This is an optimization exercise on Yosys and OpenROAD, whose aim is small area and a short achievable clock period, not a production implementation. The RTL was checked by simulation tests, not by an equivalence proof against the original design. Power figures rest on the tool's default switching activity, not on a simulated workload.

Design ssd1309_driver, start of the top module:
module ssd1309_driver #(
    parameter int STARTUP_DELAY = 100,  
    parameter int FRAME_GAP     = 150   
) (
    input  logic     clk,
    input  logic     reset,
    input  logic     fb_we,    
    input  oled_pkg::fb_addr_t fb_addr,
    input  oled_pkg::byte_t    fb_data,
    output logic     sclk,     
    output logic     sdin,     
    output logic     res,
    output logic     cmd,      
    output logic     cs
);
Size in the first run: ~8600 flip-flops, roughly 26 I/O pins.
clock: 11.0 ns
lec_check: 0
cap_margin: 20
core_margin: 2
core_utilization: 65
slew_margin: 20
synth_hierarchical: 1
synth_memory_max_bits: 16384
standard.sh (not shown) runs the stock make flow with config.mk's settings and CLKGATE_MAP_FILE= SYNTH_SCRIPT=/design/flow/synth_recipe.tcl, a recipe that flattens the netlist after the stock synthesis.
==> flow/flow/run.sh <==
#!/bin/bash
# Standard synthesis and layout, with sized port buffers, the output
# flip-flops and buffers pulled next to their pins after placement, a
# sparser clock tree without dummy loads, timing repair aimed below the
# clock period and more antenna repair rounds. Each step's full log is in
# orfs/logs; make's own output is in synth.log, place.log and layout.log,
# the placement tweak's in pull_out_flops.log.
set -euo pipefail
KNOBS=(
    "BUFFER_PORTS_ARGS=-buffer_cell sky130_fd_sc_hd__buf_2"
    "CTS_ARGS=-sink_clustering_enable -repair_clock_nets -sink_clustering_size 28 -sink_clustering_max_diameter 100 -dont_use_dummy_load"
    SETUP_SLACK_MARGIN=7.45
    MAX_REPAIR_ANTENNAS_ITER_DRT=12
    MAX_REPAIR_ANTENNAS_ITER_GRT=12
)
bash standard.sh synth > synth.log 2>&1
bash standard.sh "${KNOBS[@]}" place > place.log 2>&1
RES=orfs/results/$FLOW_PLATFORM/ssd1309_driver/base
ODB_IN=$RES/3_place.odb ODB_OUT=$RES/3_place_pulled.odb \
    openroad -no_init -exit flow/pull_out_flops.tcl > pull_out_flops.log 2>&1
mv $RES/3_place_pulled.odb $RES/3_place.odb
bash standard.sh "${KNOBS[@]}" finish > layout.log 2>&1
==> flow/flow/pull_out_flops.tcl <==
# Move each output port's buffer and the flip-flop driving it next to the
# port's pin, then legalize. Reads and writes the ODB named by ODB_IN/ODB_OUT.
read_db $::env(ODB_IN)
set block [ord::get_db_block]
foreach bt [$block getBTerms] {
  if {[$bt getIoType] ne "OUTPUT"} { continue }
  set net [$bt getNet]
  set buf ""
  foreach it [$net getITerms] { if {[$it isOutputSignal]} { set buf [$it getInst] } }
  if {$buf eq ""} { continue }
  set in_net ""
  foreach it [$buf getITerms] { if {[$it isInputSignal] && [$it getNet] ne "NULL"} { set in_net [$it getNet] } }
  if {$in_net eq ""} { continue }
  set ff ""
  foreach it [$in_net getITerms] { if {[$it isOutputSignal]} { set ff [$it getInst] } }
  if {$ff eq "" || ![string match "*df*" [[$ff getMaster] getName]]} { continue }
  set pb [$bt getBBox]
  set px [expr {([$pb xMin] + [$pb xMax]) / 2}]
  set py [expr {([$pb yMin] + [$pb yMax]) / 2}]
  set core [$block getCoreArea]
  set x [expr {min(max($px, [$core xMin] + 2000), [$core xMax] - 12000)}]
  set y [expr {min(max($py, [$core yMin] + 2000), [$core yMax] - 6000)}]
  puts "move [$ff getName] and [$buf getName] to $x $y for [$bt getName] at $px $py"
  $buf setLocation $x $y
  $ff setLocation $x $y
}
detailed_placement
check_placement
write_db $::env(ODB_OUT)
The first run completed without violations.
==> next run, changes <==
--- a/flow/flow/run.sh
+++ b/flow/flow/run.sh
@@ -10,3 +10,3 @@
     "BUFFER_PORTS_ARGS=-buffer_cell sky130_fd_sc_hd__buf_2"
-    "CTS_ARGS=-sink_clustering_enable -repair_clock_nets -sink_clustering_size 28 -sink_clustering_max_diameter 100 -dont_use_dummy_load"
+    "CTS_ARGS=-sink_clustering_enable -repair_clock_nets -sink_clustering_size 25 -sink_clustering_max_diameter 100 -dont_use_dummy_load"
     SETUP_SLACK_MARGIN=7.45
- CORE_UTILIZATION: 65 -> 60
The changed run passed the timing, design-rule and antenna checks.
Cell area rises by 0.39%.
Non-clock buffer count falls by 25.
Combinational power rises by about 0.9%.
==> next run, changes <==
--- a/flow/flow/run.sh
+++ b/flow/flow/run.sh
@@ -4,3 +4,4 @@
 # sparser clock tree without dummy loads, timing repair aimed below the
-# clock period and more antenna repair rounds. Each step's full log is in
+# clock period, more antenna repair rounds and a fanout cap of 64 for
+# repair_design (flow/max_fanout.tcl). Each step's full log is in
 # orfs/logs; make's own output is in synth.log, place.log and layout.log,
@@ -10,3 +11,3 @@
     "BUFFER_PORTS_ARGS=-buffer_cell sky130_fd_sc_hd__buf_2"
-    "CTS_ARGS=-sink_clustering_enable -repair_clock_nets -sink_clustering_size 25 -sink_clustering_max_diameter 100 -dont_use_dummy_load"
+    "CTS_ARGS=-sink_clustering_enable -repair_clock_nets -sink_clustering_size 28 -sink_clustering_max_diameter 100 -dont_use_dummy_load"
     SETUP_SLACK_MARGIN=7.45
@@ -14,2 +15,3 @@
     MAX_REPAIR_ANTENNAS_ITER_GRT=12
+    "PRE_RESIZE_TCL=$PWD/flow/max_fanout.tcl"
 )
==> flow/flow/max_fanout.tcl (new file) <==
# Cap net fanout for repair_design, so that no net of the huge write-data
# and read-select fans is left with hundreds of pins.
set_max_fanout 64 [current_design]
Result: The changed run finished clean. Final area barely changes. Worst setup slack is better by 0.0071 ns. Wire length grows by a few percent. Maximum frequency barely changes. Clock power shrinks by a few percent. Critical path depth does not change. Die area does not change. Combinational power grows by about a fifth. Register-to-register slack is worse by 0.02 ns. Global-route usage grows by 1.3 points. Via count grows slightly.
==> next run, changes <==
--- a/flow/flow/run.sh
+++ b/flow/flow/run.sh
@@ -4,3 +4,3 @@
 # sparser clock tree without dummy loads, timing repair aimed below the
-# clock period, more antenna repair rounds and a fanout cap of 64 for
+# clock period, more antenna repair rounds and a fanout cap of 150 for
 # repair_design (flow/max_fanout.tcl). Each step's full log is in
==> flow/flow/max_fanout.tcl (replaced) <==
# Cap net fanout for repair_design, so that no net of the huge write-data
# and read-select fans is left with hundreds of pins.
set_max_fanout 150 [current_design]
Routed wire length is lower by about 2.7%; cell count goes down by 0.53%; clock-buffer cell count is unchanged; worst hold slack loses 0.0081 ns.
==> next run, changes <==
--- a/flow/flow/run.sh
+++ b/flow/flow/run.sh
@@ -11,3 +11,3 @@
     "BUFFER_PORTS_ARGS=-buffer_cell sky130_fd_sc_hd__buf_2"
-    "CTS_ARGS=-sink_clustering_enable -repair_clock_nets -sink_clustering_size 28 -sink_clustering_max_diameter 100 -dont_use_dummy_load"
+    "CTS_ARGS=-sink_clustering_enable -repair_clock_nets -sink_clustering_size 25 -sink_clustering_max_diameter 100 -dont_use_dummy_load"
     SETUP_SLACK_MARGIN=7.45
=> Power increases by about 1.3%. First-iteration DRC count hardly moves. Non-clock buffer count climbs by 2. Fmax is lower by about 0.44%. Final area stays flat.

==> afterwards: timing with drivers on the ports <==
The results above use ideal ports. As a check the final layouts listed here were re-extracted and re-timed, cells and wires unchanged.
Step 1 sets driving cells, clkbuf_16 on the clock port and buf_2 on the other inputs (assumed; they add their load-dependent delay and slew).
Step 2 times the ports against the registers' clock, not the clock port: input delays grow and output delays shrink by t, the midpoint of the rising clock arrivals with the driver on.
Slacks: no drivers / after step 1 / after step 2; pairs: no drivers / after step 1.
| run | t, ns | setup slack, ns | hold slack, ns | worst setup path after step 2 | worst data-port slew with drivers (ns) |
|---|---|---|---|---|---|
| the first run | 1.129 | 7.348 / 7.231 / 6.483 | 0.449 / 0.449 / 0.449 | input to register | 0.16 |
| the second run | 1.134 | 7.314 / 7.198 / 6.464 | 0.448 / 0.448 / 0.448 | input to register | 0.33 |
| the third run | 1.130 | 7.321 / 7.201 / 6.435 | 0.458 / 0.458 / 0.458 | input to register | 0.35 |
| the fourth run | 1.121 | 7.324 / 7.210 / 6.483 | 0.450 / 0.450 / 0.450 | input to register | 0.34 |
| the fifth run | 1.135 | 7.308 / 7.190 / 6.443 | 0.455 / 0.455 / 0.455 | input to register | 0.33 |
After both steps every run listed still meets setup and hold. For the third run, which loses most, drivers alone change the setup slack by -0.120 ns; drivers and shift together by -0.886 ns.
